This design comes from an exercise in tuning for small area and few clock cycles per item on the open sky130 flow, not from production work.
Where RTL was checked, it was by simulation tests only, not by an equivalence proof against the original.
No activity file was given, so power comes from the tool's default toggle rates.

==> build 63: inputs <==
==> flow/design.v <==
`timescale 1ns / 1ps
package bhs_pkg;
    localparam int DEF_BUCKET_COUNT     = 10;
    localparam int DEF_SLOTS_PER_BUCKET = 8;
    localparam int KEY_W = 31;
    localparam int CMD_W = 2;
    localparam int STS_W = 2;
    localparam logic [CMD_W-1:0] CMD_FIND   = 2'd0;
    localparam logic [CMD_W-1:0] CMD_INSERT = 2'd1;
    localparam logic [CMD_W-1:0] CMD_DELETE = 2'd2;
    localparam logic [STS_W-1:0] ST_OK   = 2'd0;
    localparam logic [STS_W-1:0] ST_MISS = 2'd1;
    localparam logic [STS_W-1:0] ST_FULL = 2'd2;
    typedef struct packed {
        logic [STS_W-1:0] status;
        logic             row_we;
    } t_upd_ctl;
    typedef enum logic {
        CLR_SWEEP,
        CLR_DONE
    } t_clr_state;
endpackage
`timescale 1ns / 1ps
import bhs_pkg::*;
module bhs_bucket_calc #(
    parameter int BUCKET_COUNT = DEF_BUCKET_COUNT
) (
    input  logic [KEY_W-1:0]        i_key,
    output logic [BUCKET_COUNT-1:0] o_bucket_sel,
    output logic [KEY_W-4:0]        o_code
);
    logic [29:0] w_x;
    logic [6:0]  w_sum;
    logic [4:0]  w_fold;
    logic [2:0]  w_c;
    assign w_x = i_key[30:1];
    assign w_sum = 7'(w_x[3:0])   + 7'(w_x[7:4])   + 7'(w_x[11:8])  + 7'(w_x[15:12]) +
                   7'(w_x[19:16]) + 7'(w_x[23:20]) + 7'(w_x[27:24]) + 7'(w_x[29:28]);
    assign w_fold = 5'(w_sum[6:4]) + 5'(w_sum[3:0]);
    always_comb begin
        case (w_fold)
            5'd0, 5'd5, 5'd10, 5'd15, 5'd20: w_c = 3'd0;
            5'd1, 5'd6, 5'd11, 5'd16, 5'd21: w_c = 3'd1;
            5'd2, 5'd7, 5'd12, 5'd17:        w_c = 3'd2;
            5'd3, 5'd8, 5'd13, 5'd18:        w_c = 3'd3;
            default:                         w_c = 3'd4;
        endcase
    end
    assign o_code = i_key[30:3];
    always_comb begin
        logic [BUCKET_COUNT-1:0] v_sel;
        v_sel = '0;
        for (int b = 0; b < BUCKET_COUNT; b++) begin
            v_sel[b] = (b == 2 * int'(w_c) + int'(i_key[0]));
        end
        o_bucket_sel = v_sel;
    end
endmodule
`timescale 1ns / 1ps
import bhs_pkg::*;
module bhs_row_store #(
    parameter int BUCKET_COUNT     = DEF_BUCKET_COUNT,
    parameter int SLOTS_PER_BUCKET = DEF_SLOTS_PER_BUCKET
) (
    input  logic                                  i_clk,
    input  logic                                  i_rst_n,
    input  logic [BUCKET_COUNT-1:0]               i_bucket_sel,
    input  logic                                  i_clr_en,
    input  logic [SLOTS_PER_BUCKET-1:0]           i_clr,
    input  logic [BUCKET_COUNT-1:0]               i_fill,
    input  logic [KEY_W-4:0]                      i_fill_code,
    output logic [SLOTS_PER_BUCKET*(KEY_W-3)-1:0] o_rd_codes,
    output logic [SLOTS_PER_BUCKET-1:0]           o_rd_valid,
    output logic [BUCKET_COUNT-1:0]               o_port_free
);
    localparam int CODE_W = KEY_W - 3;
    localparam int LAST   = SLOTS_PER_BUCKET - 1;
    logic [CODE_W-1:0]           r_code  [BUCKET_COUNT][SLOTS_PER_BUCKET];
    logic [SLOTS_PER_BUCKET-1:0] r_valid [BUCKET_COUNT];
    always_ff @(posedge i_clk) begin
        for (int b = 0; b < BUCKET_COUNT; b++) begin
            r_code[b][0] <= i_fill[b] ? i_fill_code : r_code[b][LAST];
            for (int s = 1; s < SLOTS_PER_BUCKET; s++) begin
                r_code[b][s] <= r_code[b][s-1];
            end
        end
    end
    always_ff @(posedge i_clk) begin
        for (int b = 0; b < BUCKET_COUNT; b++) begin
            r_valid[b][0] <= i_rst_n && (i_fill[b] ||
                             (r_valid[b][LAST] && !(i_clr_en && i_bucket_sel[b] && i_clr[LAST])));
            for (int s = 1; s < SLOTS_PER_BUCKET; s++) begin
                r_valid[b][s] <= i_rst_n && r_valid[b][s-1] &&
                                 !(i_clr_en && i_bucket_sel[b] && i_clr[s-1]);
            end
        end
    end
    always_comb begin
        logic [BUCKET_COUNT-1:0] v_free;
        for (int b = 0; b < BUCKET_COUNT; b++) begin
            v_free[b] = !r_valid[b][LAST];
        end
        o_port_free = v_free;
    end
    always_comb begin
        logic [SLOTS_PER_BUCKET*CODE_W-1:0] v_rd;
        logic [SLOTS_PER_BUCKET-1:0]        v_vd;
        v_rd = '0;
        v_vd = '0;
        for (int b = 0; b < BUCKET_COUNT; b++) begin
            for (int s = 0; s < SLOTS_PER_BUCKET; s++) begin
                v_rd[s*CODE_W +: CODE_W] = v_rd[s*CODE_W +: CODE_W] |
                    (r_code[b][s] & {CODE_W{i_bucket_sel[b]}});
            end
            v_vd = v_vd | (r_valid[b] & {SLOTS_PER_BUCKET{i_bucket_sel[b]}});
        end
        o_rd_codes = v_rd;
        o_rd_valid = v_vd;
    end
endmodule
`timescale 1ns / 1ps
import bhs_pkg::*;
module bhs_update #(
    parameter int SLOTS_PER_BUCKET = DEF_SLOTS_PER_BUCKET
) (
    input  logic [CMD_W-1:0]                      i_cmd,
    input  logic [KEY_W-4:0]                      i_code,
    input  logic [SLOTS_PER_BUCKET*(KEY_W-3)-1:0] i_row_codes,
    input  logic [SLOTS_PER_BUCKET-1:0]           i_row_valid,
    input  logic [1:0]                            i_pend_n,
    input  logic                                  i_pend_hit,
    output logic [STS_W-1:0]                      o_status,
    output logic                                  o_add,
    output logic                                  o_del_pend,
    output logic [SLOTS_PER_BUCKET-1:0]           o_clr
);
    localparam int CODE_W = KEY_W - 3;
    logic [SLOTS_PER_BUCKET-1:0] w_hit;
    logic                        w_hit_row;
    logic                        w_hit_any;
    logic [3:0]                  w_nfree;
    logic                        w_full;
    always_comb begin
        for (int s = 0; s < SLOTS_PER_BUCKET; s++) begin
            w_hit[s] = i_row_valid[s] && (i_row_codes[s*CODE_W +: CODE_W] == i_code);
        end
    end
    assign w_hit_row = |w_hit;
    assign w_hit_any = w_hit_row || i_pend_hit;
    always_comb begin
        logic [3:0] v_n;
        v_n = '0;
        for (int s = 0; s < SLOTS_PER_BUCKET; s++) begin
            v_n = v_n + 4'(!i_row_valid[s]);
        end
        w_nfree = v_n;
    end
    assign w_full = (w_nfree <= 4'(i_pend_n));
    always_comb begin
        o_status   = ST_MISS;
        o_add      = 1'b0;
        o_del_pend = 1'b0;
        o_clr      = '0;
        case (i_cmd)
            CMD_FIND: begin
                o_status = w_hit_any ? ST_OK : ST_MISS;
            end
            CMD_INSERT: begin
                if (w_hit_any) begin
                    o_status = ST_MISS;
                end else if (w_full) begin
                    o_status = ST_FULL;
                end else begin
                    o_status = ST_OK;
                    o_add    = 1'b1;
                end
            end
            CMD_DELETE: begin
                if (w_hit_any) begin
                    o_status   = ST_OK;
                    o_clr      = w_hit;
                    o_del_pend = i_pend_hit;
                end
            end
            default: begin
                o_status = ST_MISS;
            end
        endcase
    end
endmodule
`timescale 1ns / 1ps
import bhs_pkg::*;
module bucketed_hash_set #(
    parameter int BUCKET_COUNT     = DEF_BUCKET_COUNT,
    parameter int SLOTS_PER_BUCKET = DEF_SLOTS_PER_BUCKET
) (
    input  logic      i_clk,
    input  logic      i_rst_n,
    input  logic             i_req_valid,
    output logic             o_req_ready,
    input  logic [CMD_W-1:0] i_req_command,
    input  logic [KEY_W-1:0] i_req_key,
    output logic             o_rsp_valid,
    input  logic             i_rsp_ready,
    output logic [STS_W-1:0] o_rsp_status
);
    localparam int CODE_W = KEY_W - 3;
    logic                                  r_v;
    logic [CMD_W-1:0]                      r_cmd;
    logic [BUCKET_COUNT-1:0]               r_sel;
    logic [CODE_W-1:0]                     r_code;
    logic [1:0]                            r_pend_v;
    logic [BUCKET_COUNT-1:0]               r_pend_sel  [2];
    logic [CODE_W-1:0]                     r_pend_code [2];
    logic                                  r_out_v;
    logic [STS_W-1:0]                      r_out_status;
    logic [BUCKET_COUNT-1:0]               w_sel;
    logic [CODE_W-1:0]                     w_code;
    logic [SLOTS_PER_BUCKET*CODE_W-1:0]    w_row;
    logic [SLOTS_PER_BUCKET-1:0]           w_row_valid;
    logic [BUCKET_COUNT-1:0]               w_port_free;
    logic [1:0]                            w_pend_row;
    logic [1:0]                            w_pend_hit_e;
    logic [1:0]                            w_pend_n;
    logic                                  w_pend_hit;
    logic [1:0]                            w_del_e;
    logic [1:0]                            w_can_drain;
    logic [1:0]                            w_drain_e;
    logic [1:0]                            w_free_e;
    logic [1:0]                            w_load_e;
    logic [STS_W-1:0]                      w_status;
    logic                                  w_add;
    logic                                  w_del_pend;
    logic [SLOTS_PER_BUCKET-1:0]           w_clr;
    logic                                  w_drain;
    logic                                  w_direct;
    logic                                  w_stall;
    logic                                  w_go;
    logic                                  w_done;
    logic                                  w_load_pend;
    logic [BUCKET_COUNT-1:0]               w_fill;
    logic [CODE_W-1:0]                     w_fill_code;
    assign o_req_ready = !r_v || w_done;
    bhs_bucket_calc #(
        .BUCKET_COUNT (BUCKET_COUNT)
    ) u_calc (
        .i_key        (i_req_key),
        .o_bucket_sel (w_sel),
        .o_code       (w_code)
    );
    always_ff @(posedge i_clk) begin
        if (!i_rst_n) begin
            r_v <= 1'b0;
        end else if (o_req_ready) begin
            r_v <= i_req_valid;
        end
    end
    always_ff @(posedge i_clk) begin
        if (i_req_valid && o_req_ready) begin
            r_cmd  <= i_req_command;
            r_sel  <= w_sel;
            r_code <= w_code;
        end
    end
    bhs_row_store #(
        .BUCKET_COUNT     (BUCKET_COUNT),
        .SLOTS_PER_BUCKET (SLOTS_PER_BUCKET)
    ) u_store (
        .i_clk        (i_clk),
        .i_rst_n      (i_rst_n),
        .i_bucket_sel (r_sel),
        .i_clr_en     (w_done),
        .i_clr        (w_clr),
        .i_fill       (w_fill),
        .i_fill_code  (w_fill_code),
        .o_rd_codes   (w_row),
        .o_rd_valid   (w_row_valid),
        .o_port_free  (w_port_free)
    );
    always_comb begin
        for (int e = 0; e < 2; e++) begin
            w_pend_row[e]   = r_pend_v[e] && |(r_pend_sel[e] & r_sel);
            w_pend_hit_e[e] = w_pend_row[e] && (r_pend_code[e] == r_code);
        end
    end
    assign w_pend_n   = 2'(w_pend_row[0]) + 2'(w_pend_row[1]);
    assign w_pend_hit = |w_pend_hit_e;
    bhs_update #(
        .SLOTS_PER_BUCKET (SLOTS_PER_BUCKET)
    ) u_update (
        .i_cmd       (r_cmd),
        .i_code      (r_code),
        .i_row_codes (w_row),
        .i_row_valid (w_row_valid),
        .i_pend_n    (w_pend_n),
        .i_pend_hit  (w_pend_hit),
        .o_status    (w_status),
        .o_add       (w_add),
        .o_del_pend  (w_del_pend),
        .o_clr       (w_clr)
    );
    assign w_go = r_v && (!r_out_v || i_rsp_ready);
    always_comb begin
        for (int e = 0; e < 2; e++) begin
            w_del_e[e]     = w_go && w_del_pend && w_pend_hit_e[e];
            w_can_drain[e] = r_pend_v[e] && |(r_pend_sel[e] & w_port_free) && !w_del_e[e];
        end
    end
    assign w_drain_e = {w_can_drain[1] && !w_can_drain[0], w_can_drain[0]};
    assign w_drain   = |w_drain_e;
    assign w_free_e  = ~r_pend_v | w_drain_e;
    assign w_direct    = !w_drain && (w_pend_n == 2'd0) && !w_row_valid[SLOTS_PER_BUCKET-1];
    assign w_stall     = w_add && !w_direct && !(|w_free_e);
    assign w_done      = w_go && !w_stall;
    assign w_load_pend = w_done && w_add && !w_direct;
    assign w_load_e    = {w_load_pend && !w_free_e[0], w_load_pend && w_free_e[0]};
    assign w_fill      = w_drain_e[0] ? r_pend_sel[0] :
                         w_drain_e[1] ? r_pend_sel[1] :
                         ((w_done && w_add && w_direct) ? r_sel : '0);
    assign w_fill_code = w_drain_e[0] ? r_pend_code[0] :
                         w_drain_e[1] ? r_pend_code[1] : r_code;
    always_ff @(posedge i_clk) begin
        for (int e = 0; e < 2; e++) begin
            if (!i_rst_n) begin
                r_pend_v[e] <= 1'b0;
            end else if (w_load_e[e]) begin
                r_pend_v[e] <= 1'b1;
            end else if (w_drain_e[e] || (w_done && w_del_e[e])) begin
                r_pend_v[e] <= 1'b0;
            end
        end
    end
    always_ff @(posedge i_clk) begin
        for (int e = 0; e < 2; e++) begin
            if (w_load_e[e]) begin
                r_pend_sel[e]  <= r_sel;
                r_pend_code[e] <= r_code;
            end
        end
    end
    always_ff @(posedge i_clk) begin
        if (!i_rst_n) begin
            r_out_v <= 1'b0;
        end else begin
            r_out_v <= w_done || (r_out_v && !i_rsp_ready);
        end
    end
    always_ff @(posedge i_clk) begin
        if (w_done) begin
            r_out_status <= w_status;
        end
    end
    assign o_rsp_valid  = r_out_v;
    assign o_rsp_status = r_out_status;
endmodule
==> flow/run.sh <==
#!/bin/bash
# synth_recipe.tcl (not shown) runs the flow's synth.tcl, then flattens the netlist and writes it again
# the make line also repeats each setting of config.mk as NAME=value (left out here)
make -C /OpenROAD-flow-scripts/flow DESIGN_CONFIG=/design/flow/config.mk WORK_HOME=/design/flow/orfs CLKGATE_MAP_FILE= SYNTH_SCRIPT=/design/flow/synth_recipe.tcl finish
==> flow/config.mk <==
export PLATFORM = sky130hd
export DESIGN_NAME = bucketed_hash_set
export DESIGN_NICKNAME = bucketed_hash_set
export VERILOG_FILES = /design/flow/design.v
export SDC_FILE = /design/flow/constraint.sdc
export NUM_CORES = 4
export LEC_CHECK = 0
export CAP_MARGIN = 20
export CORE_MARGIN = 2
export CORE_UTILIZATION = 40
export CTS_CLUSTER_DIAMETER = 70
export CTS_CLUSTER_SIZE = 32
export SLEW_MARGIN = 20
export SYNTH_HIERARCHICAL = 1
==> flow/constraint.sdc <==
create_clock -name core_clock -period 10.0 [get_ports {i_clk}]
set_input_delay 2.0000 -clock core_clock [delete_from_list [all_inputs] [get_ports {i_clk}]]
set_output_delay 2.0000 -clock core_clock [all_outputs]
set_load 0.01 [all_outputs]
==> build 36 (differences from build 63) <==
--- a/flow/design.v
+++ b/flow/design.v
@@ -127,7 +127,7 @@
     input  logic [KEY_W-4:0]                      i_code,
     input  logic [SLOTS_PER_BUCKET*(KEY_W-3)-1:0] i_row_codes,
     input  logic [SLOTS_PER_BUCKET-1:0]           i_row_valid,
-    input  logic [1:0]                            i_pend_n,
+    input  logic                                  i_pend_row,
     input  logic                                  i_pend_hit,
     output logic [STS_W-1:0]                      o_status,
     output logic                                  o_add,
@@ -138,7 +138,8 @@
     logic [SLOTS_PER_BUCKET-1:0] w_hit;
     logic                        w_hit_row;
     logic                        w_hit_any;
-    logic [3:0]                  w_nfree;
+    logic [SLOTS_PER_BUCKET-1:0] w_free;
+    logic                        w_one_free;
     logic                        w_full;
     always_comb begin
         for (int s = 0; s < SLOTS_PER_BUCKET; s++) begin
@@ -147,15 +148,9 @@
     end
     assign w_hit_row = |w_hit;
     assign w_hit_any = w_hit_row || i_pend_hit;
-    always_comb begin
-        logic [3:0] v_n;
-        v_n = '0;
-        for (int s = 0; s < SLOTS_PER_BUCKET; s++) begin
-            v_n = v_n + 4'(!i_row_valid[s]);
-        end
-        w_nfree = v_n;
-    end
-    assign w_full = (w_nfree <= 4'(i_pend_n));
+    assign w_free     = ~i_row_valid;
+    assign w_one_free = (|w_free) && ((w_free & (w_free - SLOTS_PER_BUCKET'(1))) == '0);
+    assign w_full = (&i_row_valid) || (i_pend_row && w_one_free);
     always_comb begin
         o_status   = ST_MISS;
         o_add      = 1'b0;
@@ -209,9 +204,9 @@
     logic [CMD_W-1:0]                      r_cmd;
     logic [BUCKET_COUNT-1:0]               r_sel;
     logic [CODE_W-1:0]                     r_code;
-    logic [1:0]                            r_pend_v;
-    logic [BUCKET_COUNT-1:0]               r_pend_sel  [2];
-    logic [CODE_W-1:0]                     r_pend_code [2];
+    logic                                  r_pend_v;
+    logic [BUCKET_COUNT-1:0]               r_pend_sel;
+    logic [CODE_W-1:0]                     r_pend_code;
     logic                                  r_out_v;
     logic [STS_W-1:0]                      r_out_status;
     logic [BUCKET_COUNT-1:0]               w_sel;
@@ -219,15 +214,8 @@
     logic [SLOTS_PER_BUCKET*CODE_W-1:0]    w_row;
     logic [SLOTS_PER_BUCKET-1:0]           w_row_valid;
     logic [BUCKET_COUNT-1:0]               w_port_free;
-    logic [1:0]                            w_pend_row;
-    logic [1:0]                            w_pend_hit_e;
-    logic [1:0]                            w_pend_n;
+    logic                                  w_pend_row;
     logic                                  w_pend_hit;
-    logic [1:0]                            w_del_e;
-    logic [1:0]                            w_can_drain;
-    logic [1:0]                            w_drain_e;
-    logic [1:0]                            w_free_e;
-    logic [1:0]                            w_load_e;
     logic [STS_W-1:0]                      w_status;
     logic                                  w_add;
     logic                                  w_del_pend;
@@ -277,14 +265,8 @@
         .o_rd_valid   (w_row_valid),
         .o_port_free  (w_port_free)
     );
-    always_comb begin
-        for (int e = 0; e < 2; e++) begin
-            w_pend_row[e]   = r_pend_v[e] && |(r_pend_sel[e] & r_sel);
-            w_pend_hit_e[e] = w_pend_row[e] && (r_pend_code[e] == r_code);
-        end
-    end
-    assign w_pend_n   = 2'(w_pend_row[0]) + 2'(w_pend_row[1]);
-    assign w_pend_hit = |w_pend_hit_e;
+    assign w_pend_row = r_pend_v && |(r_pend_sel & r_sel);
+    assign w_pend_hit = w_pend_row && (r_pend_code == r_code);
     bhs_update #(
         .SLOTS_PER_BUCKET (SLOTS_PER_BUCKET)
     ) u_update (
@@ -292,7 +274,7 @@
         .i_code      (r_code),
         .i_row_codes (w_row),
         .i_row_valid (w_row_valid),
-        .i_pend_n    (w_pend_n),
+        .i_pend_row  (w_pend_row),
         .i_pend_hit  (w_pend_hit),
         .o_status    (w_status),
         .o_add       (w_add),
@@ -300,42 +282,26 @@
         .o_clr       (w_clr)
     );
     assign w_go = r_v && (!r_out_v || i_rsp_ready);
-    always_comb begin
-        for (int e = 0; e < 2; e++) begin
-            w_del_e[e]     = w_go && w_del_pend && w_pend_hit_e[e];
-            w_can_drain[e] = r_pend_v[e] && |(r_pend_sel[e] & w_port_free) && !w_del_e[e];
-        end
-    end
-    assign w_drain_e = {w_can_drain[1] && !w_can_drain[0], w_can_drain[0]};
-    assign w_drain   = |w_drain_e;
-    assign w_free_e  = ~r_pend_v | w_drain_e;
-    assign w_direct    = !w_drain && (w_pend_n == 2'd0) && !w_row_valid[SLOTS_PER_BUCKET-1];
-    assign w_stall     = w_add && !w_direct && !(|w_free_e);
+    assign w_drain = r_pend_v && |(r_pend_sel & w_port_free) && !(w_go && w_del_pend);
+    assign w_direct    = !w_drain && !w_pend_row && !w_row_valid[SLOTS_PER_BUCKET-1];
+    assign w_stall     = w_add && !w_direct && r_pend_v && !w_drain;
     assign w_done      = w_go && !w_stall;
     assign w_load_pend = w_done && w_add && !w_direct;
-    assign w_load_e    = {w_load_pend && !w_free_e[0], w_load_pend && w_free_e[0]};
-    assign w_fill      = w_drain_e[0] ? r_pend_sel[0] :
-                         w_drain_e[1] ? r_pend_sel[1] :
-                         ((w_done && w_add && w_direct) ? r_sel : '0);
-    assign w_fill_code = w_drain_e[0] ? r_pend_code[0] :
-                         w_drain_e[1] ? r_pend_code[1] : r_code;
+    assign w_fill      = w_drain ? r_pend_sel : ((w_done && w_add && w_direct) ? r_sel : '0);
+    assign w_fill_code = w_drain ? r_pend_code : r_code;
     always_ff @(posedge i_clk) begin
-        for (int e = 0; e < 2; e++) begin
-            if (!i_rst_n) begin
-                r_pend_v[e] <= 1'b0;
-            end else if (w_load_e[e]) begin
-                r_pend_v[e] <= 1'b1;
-            end else if (w_drain_e[e] || (w_done && w_del_e[e])) begin
-                r_pend_v[e] <= 1'b0;
-            end
+        if (!i_rst_n) begin
+            r_pend_v <= 1'b0;
+        end else if (w_load_pend) begin
+            r_pend_v <= 1'b1;
+        end else if (w_drain || (w_done && w_del_pend)) begin
+            r_pend_v <= 1'b0;
         end
     end
     always_ff @(posedge i_clk) begin
-        for (int e = 0; e < 2; e++) begin
-            if (w_load_e[e]) begin
-                r_pend_sel[e]  <= r_sel;
-                r_pend_code[e] <= r_code;
-            end
+        if (w_load_pend) begin
+            r_pend_sel  <= r_sel;
+            r_pend_code <= r_code;
         end
     end
     always_ff @(posedge i_clk) begin
--- a/flow/config.mk
+++ b/flow/config.mk
@@ -8,7 +8,7 @@
 export CAP_MARGIN = 20
 export CORE_MARGIN = 2
 export CORE_UTILIZATION = 40
-export CTS_CLUSTER_DIAMETER = 70
-export CTS_CLUSTER_SIZE = 32
+export CTS_CLUSTER_DIAMETER = 60
+export CTS_CLUSTER_SIZE = 26
 export SLEW_MARGIN = 20
 export SYNTH_HIERARCHICAL = 1
==> notes <==
In build 63 the first-iteration DRC count is higher than in build 36, by 11%. Of build 36 and build 63, build 36 has the higher utilization (gap 0.11 points). In build 36 the combinational power is smaller than in build 63, by about 9%. Of build 36 and build 63, build 63 has the higher synthesized cell count (gap 3.0%, measured against build 63). Between build 63 and build 36, the lower final cell count is in build 36 (gap 3.4%, measured against build 36). In build 63 the critical path depth is higher than in build 36, by 7. Hold slack: build 36 is higher than build 63 (0.014 ns). Between build 63 and build 36, the lower clock-buffer cell count is in build 63 (gap 26). Sequential share of layout area is about the same in build 36 and build 63.
==> figures <==
| quantity | build 63 | build 36 |
|---|---|---|
| Fraction of the cycle the final worst path needs | 87.31% | 83.92% |
| Post-synthesis cell count | 5424 | 5261 |
| Leakage power of the design | 29.89 nW | 28.95 nW |
| Synthesized area divided by synthesized cell count | 13.62 sq um | 13.68 sq um |
| Well Taps | 2464 | 2355 |
| Global router's overall resource usage | 21.46% | 21.54% |
| Vertical extent of the die | 433.7 um | 428.2 um |
| Library cell appearing most often on the critical path | fa_1 | nand4_1 |
| Total number of multi-input combinational cells | 2525 | 2406 |
| Result of the run | complete, no violations | complete, no violations |
| Clock-pin transition on the worst setup and hold timing paths | 0.12 ns | 0.10 ns |
| Total number of placement rows | 157 | 155 |
| Post-Layout Inst Area | 80220 sq um | 78380 sq um |
| Iteration-0 DRC Markers | 4079 | 3664 |
| Sw power | 0.01036 W | 0.009628 W |
| Placed Instance Area | 76060 sq um | 74220 sq um |
| Area fraction of the dominant cell type after synthesis | 63.00% | 64.62% |
| Placed instance count | 7618 | 7366 |
| Power dissipated in combinational cells | 0.00840 W | 0.00768 W |
| Multi-input gate share of the layout cell area | 26.87% | 26.54% |
Testbench counts of build 36, summed over its fixed seeds: cycles 24,552, items 24,000.
Only the layout flow was run in build 63; the RTL was not checked for function there.

[port drivers added, routing unchanged]
No port has a modelled driver above. Below, the same layouts with a new extraction and two added sets of constraints. Step 1 assumes that a clkbuf_16 drives the clock port and a buf_2 every other input. Step 2 moves the port delays by t, midway between the first and last clock arrival at a register: inputs arrive t later, outputs are due t later. That takes back most of the time a late clock gives input paths. Slacks: ideal ports / drivers / drivers and shift; pairs: ideal ports / drivers.
run | t, ns | setup slack, ns | worst slew at a driven data input, ns | cell pins on the clock port's net
build 63 | 0.861 | 1.269 / 1.187 / 1.922 | 0.05 | 1
build 36 | 0.858 | 1.608 / 1.531 / 1.976 | 0.08 | 1
After both steps every run listed still meets setup and hold.
